This is an optimization exercise on Yosys and OpenROAD, whose aim is small area, a short achievable clock period and few clock cycles per item, not a production implementation. At most, simulation tests tie the RTL to the original design; equivalence was not proved. No activity file was given, so power comes from the tool's default toggle rates.

==> flow/design.v (excerpt) <==
module crypt_machine #(
    parameter int data_in_w = 32,
    parameter int rounds    = 32
) (
    input  logic                  clk,
    input  logic                  resetn,
    input  logic [data_in_w-1:0]  data_in,
    input  logic                  go,
    input  logic                  decrypt,
    output logic                  done,
    output tea_pkg::word_t        display
);
For scale: ~2,100 cells after synthesis, about 340 flip-flops, ~21,000 um^2 of cells after synthesis.
==> flow/config.mk <==
export PLATFORM = sky130hd
export DESIGN_NAME = crypt_machine
export DESIGN_NICKNAME = crypt_machine
export VERILOG_FILES = /design/flow/design.v
export SDC_FILE = /design/flow/constraint.sdc
export NUM_CORES = 4
export LEC_CHECK = 0
export CAP_MARGIN = 20
export CORE_MARGIN = 2
export CORE_UTILIZATION = 40
export SLEW_MARGIN = 20
==> flow/constraint.sdc <==
create_clock -name core_clock -period 12.0 [get_ports {clk}]
set_input_delay 2.4000 -clock core_clock [delete_from_list [all_inputs] [get_ports {clk}]]
set_output_delay 2.4000 -clock core_clock [all_outputs]
set_load 0.01 [all_outputs]
standard.sh (not shown) runs the stock make flow with config.mk's settings and CLKGATE_MAP_FILE= SYNTH_SCRIPT=/design/flow/synth_recipe.tcl, a recipe that flattens the netlist after the stock synthesis.
==> flow/flow/run.sh <==
#!/bin/bash
set -euo pipefail
export SETUP_SLACK_MARGIN=8.5
bash standard.sh > standard.log 2>&1
Edit:
==> flow/run.sh (new file) <==
#!/bin/bash
# synth_recipe.tcl (not shown) runs the flow's synth.tcl, then flattens the netlist and writes it again
# the make line also repeats each setting of config.mk as NAME=value (left out here)
make -C /OpenROAD-flow-scripts/flow DESIGN_CONFIG=/design/flow/config.mk WORK_HOME=/design/flow/orfs CLKGATE_MAP_FILE= SYNTH_SCRIPT=/design/flow/synth_recipe.tcl finish
--- a/flow/config.mk
+++ b/flow/config.mk
@@ -9,3 +9,4 @@
 export CORE_MARGIN = 2
 export CORE_UTILIZATION = 40
+export SETUP_SLACK_MARGIN = 5
 export SLEW_MARGIN = 20
removed: flow/flow/run.sh
removed: flow/standard.sh
Result: Critical path depth goes down by 2. Setup slack gets worse by 850 ps. First-iteration DRC count goes down by a few percent. Wire length goes down by roughly a tenth. Final area goes down by about a fifth. Hold slack gets worse by 23 ps. Global-route usage goes down by 1.8 points. Non-clock buffer count goes down by 180. Combinational power goes down by a quarter to a third. Core utilization goes down by 7.4 points. Maximum frequency goes down by about a fifth.
No run of this note included a check of the RTL's function; only the layout flow was run.

========
crypt_machine, a different RTL version from the one above (not shown whole).
Size in the first run: roughly 1800 cells after synthesis.
Settings: LEC_CHECK=0, CAP_MARGIN=20, CORE_MARGIN=2, CORE_UTILIZATION=50, CTS_CLUSTER_DIAMETER=100, CTS_CLUSTER_SIZE=24, PLACE_DENSITY=0.7, SLEW_MARGIN=20; clock period 12.0 ns.
==> flow/flow/run.sh <==
#!/bin/bash
set -euo pipefail
export SETUP_SLACK_MARGIN=8.45
export BUFFER_PORTS_ARGS="-buffer_cell sky130_fd_sc_hd__buf_4"
bash standard.sh MATCH_CELL_FOOTPRINT=0 finish > standard.log 2>&1
The starting point went through all stages and came out clean.
Testbench counts at the start, summed over its fixed seeds: cycles 7,848, ops 96.
Change:
==> flow/flow/run.sh (replaced) <==
#!/bin/bash
set -euo pipefail
export SETUP_SLACK_MARGIN=8.3
export BUFFER_PORTS_ARGS="-buffer_cell sky130_fd_sc_hd__buf_4"
bash standard.sh MATCH_CELL_FOOTPRINT=0 finish > standard.log 2>&1
After rerunning:
- The changed run completed with no timing, DRC or antenna violations
- routed wire length went down by about 0.6%
- maximum frequency hardly moves
- cell area fell by about 1.6%
- power went down by 2.1%
- critical path depth is unchanged
- non-clock buffer count decreases by 24
- area after synthesis is unchanged
- die area does not change
- clock skew falls by 0.0030 ns
Change:
==> flow/flow/run.sh (replaced) <==
#!/bin/bash
set -euo pipefail
export SETUP_SLACK_MARGIN=8.5
export BUFFER_PORTS_ARGS="-buffer_cell sky130_fd_sc_hd__buf_4"
bash standard.sh MATCH_CELL_FOOTPRINT=0 finish > standard.log 2>&1
ABC_AREA = 1   (was default)
The changed run completed with no timing, DRC or antenna violations.
Utilization shrinks by 3.3 points.
Routed wire length grows by 10%.
Cell area shrinks by 0.77%.
Change:
CTS_CLUSTER_SIZE = 20   (was 24)
Effect:
- final cell count is about the same
- non-clock buffer count climbs by 3
- worst hold slack is better by 0.014 ns
- synthesized area stays the same
- sequential cell count does not change
Change:
CORE_UTILIZATION = 40   (was 50)
CTS_CLUSTER_SIZE = 24   (was 20)
PLACE_DENSITY = default   (was 0.7)
After rerunning: The new run passed the timing, DRC and antenna checks; combinational power fell slightly; synthesized area does not change; cell count rose by a few percent; worst setup slack gains 0.016 ns; core utilization fell by 10 points; hold slack loses 0.011 ns; total power fell slightly; clock power fell by a few percent; non-clock buffer count fell by 6; clock-buffer cell count fell by 8; synthesized cell count does not change.
Change:
==> flow/flow/run.sh (replaced) <==
#!/bin/bash
set -euo pipefail
export SETUP_SLACK_MARGIN=8.6
export BUFFER_PORTS_ARGS="-buffer_cell sky130_fd_sc_hd__buf_4"
bash standard.sh MATCH_CELL_FOOTPRINT=0 finish > standard.log 2>&1
CORE_UTILIZATION = 50   (was 40)
PLACE_DENSITY = 0.7   (was default)
Effect:
- The changed run passed the timing, DRC and antenna checks
- wire length drops by 1.3%
- area after synthesis is unchanged
- non-clock buffer count climbs by 29
- clock power climbs by about 1%
- die area drops by 20%
- clock skew climbs by 0.011 ns
- register-to-register slack gets better by 0.03 ns

========
Another version of the RTL of crypt_machine (not shown whole).
Size: about 1700 cells after synthesis, ~19000 um^2 of cells after synthesis.
## crypt_machine
module crypt_machine #(
    parameter int data_in_w = 32,
    parameter int rounds    = 32
) (
    input  logic                  clk,
    input  logic                  resetn,
    input  logic [data_in_w-1:0]  data_in,
    input  logic                  go,
    input  logic                  decrypt,
    output logic                  done,
    output tea_pkg::word_t        display
);
Settings: LEC_CHECK=0, CAP_MARGIN=20, CORE_MARGIN=2, CORE_UTILIZATION=40, CTS_BUF_LIST=sky130_fd_sc_hd__clkbuf_4, SLEW_MARGIN=20; clock period 12.0 ns.
==> flow/flow/run.sh <==
#!/bin/bash
set -euo pipefail
export SETUP_SLACK_MARGIN=8.0
export BUFFER_PORTS_ARGS="-buffer_cell sky130_fd_sc_hd__buf_4"
bash standard.sh > standard.log 2>&1
Testbench counts at the start, summed over its fixed seeds: cycles 7,752, ops 96.
==> next run, changes <==
--- a/flow/config.mk
+++ b/flow/config.mk
@@ -9,4 +9,4 @@
 export CORE_MARGIN = 2
-export CORE_UTILIZATION = 40
-export CTS_BUF_LIST = sky130_fd_sc_hd__clkbuf_4
+export CORE_UTILIZATION = 55
+export CTS_BUF_LIST = sky130_fd_sc_hd__clkbuf_8
 export SLEW_MARGIN = 20
=> Worst setup slack gets worse by 0.058 ns; die area drops by 27%; first-iteration DRC count rose by 17%; fmax decreases by 1.5%; final area barely changes; clock power is lower by 3.4%; combinational power goes up by 3.5%.
==> next run, changes <==
--- a/flow/config.mk
+++ b/flow/config.mk
@@ -9,4 +9,3 @@
 export CORE_MARGIN = 2
-export CORE_UTILIZATION = 55
-export CTS_BUF_LIST = sky130_fd_sc_hd__clkbuf_8
+export CORE_UTILIZATION = 40
 export SLEW_MARGIN = 20
The changed run went through all stages and came out clean.
Cell count climbs by 5.3%.
Total power climbs by 7.0%.
Non-clock buffer count drops by 8.
Synthesized area is unchanged.
Via count drops by 0.40%.
Register-to-register slack is better by 0.04 ns.
Routed wire length hardly moves.
Hold slack is better by 0.016 ns.
Worst setup slack is better by 0.072 ns.
Clock skew drops by 0.024 ns.

========
== job 6582 ==
Another version of the RTL of crypt_machine (not shown whole).
Size in the first run: ~1,700 cells after synthesis, ~69 I/O pins, about 19,000 sq um of cells after synthesis.
export LEC_CHECK = 0
export CAP_MARGIN = 20
export CORE_MARGIN = 2
export CORE_UTILIZATION = 40
export CTS_CLUSTER_DIAMETER = 100
export CTS_CLUSTER_SIZE = 24
export SLEW_MARGIN = 20
create_clock -name core_clock -period 12.0 [get_ports {clk}]
==> flow/flow/run.sh <==
#!/bin/bash
set -euo pipefail
export SETUP_SLACK_MARGIN=8.2
export BUFFER_PORTS_ARGS="-buffer_cell sky130_fd_sc_hd__buf_2"
bash standard.sh MATCH_CELL_FOOTPRINT=0 finish > standard.log 2>&1
Job 6582 | status: complete | timing, DRC, antenna: pass
Testbench counts of job 6582, summed over its fixed seeds: cycles 7,752, ops 96.
--- input diff job 6582..job 3694 ---
Settings: CORE_UTILIZATION: 40 -> 50; PLACE_DENSITY: unset -> 0.7.
==> flow/flow/run.sh <==
#!/bin/bash
set -euo pipefail
export SETUP_SLACK_MARGIN=8.2
export BUFFER_PORTS_ARGS="-buffer_cell sky130_fd_sc_hd__buf_4"
bash standard.sh MATCH_CELL_FOOTPRINT=0 finish > standard.log 2>&1
==> notes.md <==
- Measured against job 6582, the cell row count of job 3694 comes out at 0.888 times the reference value.
- On final cell count: between job 6582 and job 3694, it ends up higher for job 6582.
- Between job 6582 and job 3694, the critical path depth is higher for job 6582.
- Compare job 6582 and job 3694 | number of search-and-repair iterations in the first detailed-routing pass higher: job 3694
- Between job 6582 and job 3694, slew at the pin closest to its max-slew limit is lower for job 6582, job 3694 comes in above that.
#### Input delta (job 9805 over job 3694)
Settings: PLACE_DENSITY: 0.7 -> 0.75; CORE_UTILIZATION: 50 -> 40; CTS_CLUSTER_SIZE: 24 -> 20.
==> notes.md <==
Comparing job 3694 against job 9805, there is no change at all in leftover overflow at the end of global routing.
Die area ends up higher on job 9805.
When job 9805 is measured against job 3694, its delay of the slowest cell on the worst path turns out 0.21 ns higher.
Diff job 9805..job 3694 | routed wire length | negligible
For job 9805, the uppermost layer routed was met5, unlike job 3694, where it was met4.
Job 9805: share of cell area taken by multi-input logic gates 0.56 points below job 3694
Sort job 3694 and job 9805 by critical path depth, ascending, and job 3694 comes first.

========
crypt_machine, a different RTL version from the one above (not shown whole).
Size: ~1700 cells after synthesis, ~310 flip-flops, ~69 I/O pins, roughly 19000 um^2 of cells after synthesis.
==> flow/config.mk <==
export PLATFORM = sky130hd
export DESIGN_NAME = crypt_machine
export DESIGN_NICKNAME = crypt_machine
export VERILOG_FILES = /design/flow/design.v
export SDC_FILE = /design/flow/constraint.sdc
export NUM_CORES = 4
export LEC_CHECK = 0
export CAP_MARGIN = 20
export CORE_MARGIN = 2
export CORE_UTILIZATION = 40
export SLEW_MARGIN = 20
==> flow/constraint.sdc <==
create_clock -name core_clock -period 12.0 [get_ports {clk}]
set_input_delay 2.4000 -clock core_clock [delete_from_list [all_inputs] [get_ports {clk}]]
set_output_delay 2.4000 -clock core_clock [all_outputs]
set_load 0.01 [all_outputs]
==> flow/flow/run.sh <==
#!/bin/bash
set -euo pipefail
export SETUP_SLACK_MARGIN=8.6
bash standard.sh > standard.log 2>&1
Edit:
==> flow/flow/run.sh (replaced) <==
#!/bin/bash
set -euo pipefail
export SETUP_SLACK_MARGIN=7.0
bash standard.sh > standard.log 2>&1
After rerunning: The new run finished with timing, DRC and antenna clean. Global-route usage goes down by 2.7 points. Non-clock buffer count is lower by 190. Via count decreases by about 8%. Critical path depth came out lower by 3. Core utilization goes down by 7.4 points. Setup slack loses 0.58 ns.
No run of this note included a check of the RTL's function; only the layout flow was run.

========
crypt_machine, a different RTL version from the one above (not shown whole).
For scale: ~310 flip-flops, about 69 I/O pins.
Design crypt_machine, start of the top module:
module crypt_machine #(
    parameter int data_in_w = 32,
    parameter int rounds    = 32
) (
    input  logic                  clk,
    input  logic                  resetn,
    input  logic [data_in_w-1:0]  data_in,
    input  logic                  go,
    input  logic                  decrypt,
    output logic                  done,
    output tea_pkg::word_t        display
);
==> flow/config.mk <==
export PLATFORM = sky130hd
export DESIGN_NAME = crypt_machine
export DESIGN_NICKNAME = crypt_machine
export VERILOG_FILES = /design/flow/design.v
export SDC_FILE = /design/flow/constraint.sdc
export NUM_CORES = 4
export LEC_CHECK = 0
export ABC_AREA = 1
export CAP_MARGIN = 20
export CORE_MARGIN = 2
export CORE_UTILIZATION = 50
export CTS_CLUSTER_DIAMETER = 100
export CTS_CLUSTER_SIZE = 24
export PLACE_DENSITY = 0.7
export SLEW_MARGIN = 20
==> flow/constraint.sdc <==
create_clock -name core_clock -period 12.0 [get_ports {clk}]
set_input_delay 2.4000 -clock core_clock [delete_from_list [all_inputs] [get_ports {clk}]]
set_output_delay 2.4000 -clock core_clock [all_outputs]
set_load 0.01 [all_outputs]
==> flow/flow/run.sh <==
#!/bin/bash
set -euo pipefail
export SETUP_SLACK_MARGIN=8.5
export BUFFER_PORTS_ARGS="-buffer_cell sky130_fd_sc_hd__buf_4"
bash standard.sh MATCH_CELL_FOOTPRINT=0 finish > standard.log 2>&1
The baseline completed without violations.
Testbench counts at the start, summed over its fixed seeds: cycles 7,848, ops 96.
==> next run, changes <==
==> flow/flow/run.sh (replaced) <==
#!/bin/bash
set -euo pipefail
export SETUP_SLACK_MARGIN=8.3
export BUFFER_PORTS_ARGS="-buffer_cell sky130_fd_sc_hd__buf_4"
bash standard.sh MATCH_CELL_FOOTPRINT=0 finish > standard.log 2>&1
After rerunning:
- die area stays the same
- routed wire length falls by 0.51%
- design area falls by 0.71%
- via count shrinks by 0.80%
- utilization is lower by 0.39 points
==> next run, changes <==
==> flow/flow/run.sh (replaced) <==
#!/bin/bash
set -euo pipefail
export SETUP_SLACK_MARGIN=8.4
export BUFFER_PORTS_ARGS="-buffer_cell sky130_fd_sc_hd__buf_4"
bash standard.sh MATCH_CELL_FOOTPRINT=0 finish > standard.log 2>&1
Settings changed: ABC_AREA 1 to default.
- area after synthesis fell by about 6%
- design area came out lower by 1.0%
- total power rises by about 0.4%
- core utilization came out higher by 3.5 points
- die area fell by 5.9%
==> next run, changes <==
==> flow/flow/run.sh (replaced) <==
#!/bin/bash
set -euo pipefail
export SETUP_SLACK_MARGIN=8.3
export BUFFER_PORTS_ARGS="-buffer_cell sky130_fd_sc_hd__buf_4"
bash standard.sh MATCH_CELL_FOOTPRINT=0 finish > standard.log 2>&1
Result: The changed run finished with timing, DRC and antenna clean; final area is lower by a few percent; maximum frequency fell by a few percent; clock skew falls by 5.5 ps; sequential share of layout area goes up by 0.88 points; power went down by a few percent.

========
job 173:
crypt_machine with an RTL version that a note above also has.
For scale: about 69 I/O pins, roughly 19000 um^2 of cells after synthesis.
## crypt_machine
module crypt_machine #(
    parameter int data_in_w = 32,
    parameter int rounds    = 32
) (
    input  logic                  clk,
    input  logic                  resetn,
    input  logic [data_in_w-1:0]  data_in,
    input  logic                  go,
    input  logic                  decrypt,
    output logic                  done,
    output tea_pkg::word_t        display
);
    typedef enum logic [2:0] {
        st_load,       
        st_load_rel,   
        st_wait_op,    
        st_run,        
        st_wait_dec,   
        st_wait_clr,   
        st_clr_rel     
    } state_t;
    state_t          state;
    logic [2:0]      widx;
    logic            dec;        
    logic [6:0]      t;          
    logic [4:0]      sidx;       
    tea_pkg::word_t  p, q;
    tea_pkg::word_t  r0, r1, r2, r3;
    tea_pkg::word_t  g;          
    logic            cin;
    tea_pkg::word_t  s;          
    logic start_enc, start_dec, start;
    assign start_enc = (state == st_wait_op) && go;
    assign start_dec = ((state == st_wait_op) && !go && decrypt) ||
                       ((state == st_wait_dec) && decrypt);
    assign start     = start_enc || start_dec;
    logic running, last;
    assign running = (state == st_run) && !done;
    assign last    = running && t[6];
    tea_pkg::word_t nw;
    logic           ovf;
    assign {ovf, nw} = tea_pkg::add32(p, g, cin);
    logic [27:0] a_x, a_y, a_z, a_s, a_c;
    logic [32:0] a_sum;
    assign a_x   = p[27:0];
    assign a_y   = g[27:0];
    assign a_z   = r0[31:4];
    assign a_s   = a_x ^ a_y ^ a_z;
    assign a_c   = (a_x & a_y) | (a_x & a_z) | (a_y & a_z);
    assign a_sum = tea_pkg::add32({4'd0, a_s}, {4'd0, a_c[26:0], cin}, 1'b0);
    tea_pkg::word_t b_s, b_c;
    logic [32:0]    b_sum;
    assign b_s   = p ^ g ^ s;
  ...
clock: 12.0 ns
lec_check: 0
cap_margin: 20
core_margin: 2
core_utilization: 40
slew_margin: 20
==> flow/flow/run.sh <==
#!/bin/bash
set -euo pipefail
export SETUP_SLACK_MARGIN=7.5
bash standard.sh > standard.log 2>&1
In summary, job 173 completed successfully, with a layout that passed the timing, DRC and antenna checks.
The following lists how job 3253 was set up differently from job 173:
==> flow/flow/run.sh <==
#!/bin/bash
set -euo pipefail
export SETUP_SLACK_MARGIN=8.0
export BUFFER_PORTS_ARGS="-buffer_cell sky130_fd_sc_hd__buf_4"
bash standard.sh > standard.log 2>&1
Notes after the runs:
Power was lower in the run labelled job 173.
Job 3253 vs job 173 — mean routed wirelength per cell rose about 0.5%.
Sum of met2 wire segment lengths after detailed routing: job 3253 higher than job 173
Utilization job 173 -> job 3253: up
What job 3253 reported for total of cells resized after clock tree synthesis has to be multiplied by 0.41 to get the figure for job 173.
Going from job 173 to job 3253, maximum vdd drop grew slightly.
Job 3253 against job 173; power density over the cells is down slightly.
Job 3253 against job 173: total routed wirelength went up 1300 um; area occupied by multi-input gates went up 370 um^2.
## Diff of input files: job 3066 against job 3253
==> flow/flow/run.sh <==
#!/bin/bash
set -euo pipefail
export SETUP_SLACK_MARGIN=8.0
bash standard.sh > standard.log 2>&1
Delta (job 3066 minus job 3253): clock latency of the later-clocked register in the worst-skew pair went down by 0.03 ns, count of clock-buffer cells in the layout went down by 1, via count was more or less identical, number of combinational gates with multiple inputs was more or less identical. In the reports for job 3066 and job 3253, the larger power of the combinational group belongs to job 3253. When the final numbers for job 3066 and job 3253 were put side by side, the total design power turned out to be greater in job 3066. Job 3066 ends up with lower number of global-route vias before repair than job 3253 does. Job 3066 ends up with higher power density over the cells than job 3253 does. Job 3066 vs job 3253: worst path setup slack after routing up in job 3066. Row combinational power share: job 3066 lower / job 3253 higher.
Function was not checked in any run of this note: the RTL went through the layout flow alone.

-- afterwards: timing with drivers on the ports --
In the flow no input, the clock included, has a driving cell. The finished layouts below were timed again as built, in two steps.
Step 1: set_driving_cell puts a clkbuf_16 on clk and a buf_2 on each other input, an assumption about the parent block.
Step 2 adds t to the input delays and takes it off the output delays; t is the mean of the earliest and latest rising clock arrival at the registers after step 1. Input paths then give back, and output paths get back, about the clock's delay inside the block.
Three values: ideal ports, drivers, drivers and shift; two values: the first two.
run | t, ns | setup WS [ns] | worst slew at a driven data input, ns
the first run of note 1 | 0.594 | 7.177 / 7.177 / 7.177 | 0.05
the second run of note 1 | 0.577 | 6.322 / 6.322 / 6.322 | 0.06
the first run of note 2 | 0.578 | 8.287 / 8.287 / 8.287 | 0.04
the second run of note 2 | 0.570 | 8.291 / 8.291 / 8.291 | 0.04
the third run of note 2 | 0.589 | 8.539 / 8.482 / 8.174 | 0.05
the fourth run of note 2 | 0.601 | 8.531 / 8.473 / 8.160 | 0.05
the fifth run of note 2 | 0.610 | 8.547 / 8.491 / 8.170 | 0.05
the sixth run of note 2 | 0.601 | 8.576 / 8.517 / 8.167 | 0.05
the first run of note 3 | 0.857 | 8.111 / 8.111 / 7.285 | 0.05
the second run of note 3 | 0.676 | 8.054 / 8.084 / 7.408 | 0.04
the third run of note 3 | 0.599 | 8.126 / 8.126 / 7.565 | 0.05
job 6582 | 0.589 | 8.187 / 8.187 / 7.734 | 0.05
job 3694 | 0.574 | 8.285 / 8.304 / 7.737 | 0.04
job 9805 | 0.605 | 8.237 / 8.237 / 7.746 | 0.06
the first run of note 5 | 0.607 | 8.091 / 8.091 / 7.498 | 0.07
the second run of note 5 | 0.598 | 7.509 / 7.539 / 6.941 | 0.04
the first run of note 6 | 0.581 | 8.553 / 8.500 / 8.018 | 0.04
the second run of note 6 | 0.583 | 8.455 / 8.402 / 8.021 | 0.04
the third run of note 6 | 0.579 | 8.474 / 8.474 / 8.078 | 0.04
the fourth run of note 6 | 0.571 | 8.384 / 8.384 / 7.980 | 0.04
job 173 | 0.591 | 7.572 / 7.599 / 7.007 | 0.04
job 3253 | 0.624 | 8.018 / 8.018 / 7.453 | 0.04
job 3066 | 0.605 | 8.028 / 8.061 / 7.456 | 0.04
After both steps setup and hold are still met in every run listed. For the first run of note 3, which loses most, drivers alone change the setup slack by 0.000 ns; drivers and shift together by -0.826 ns.
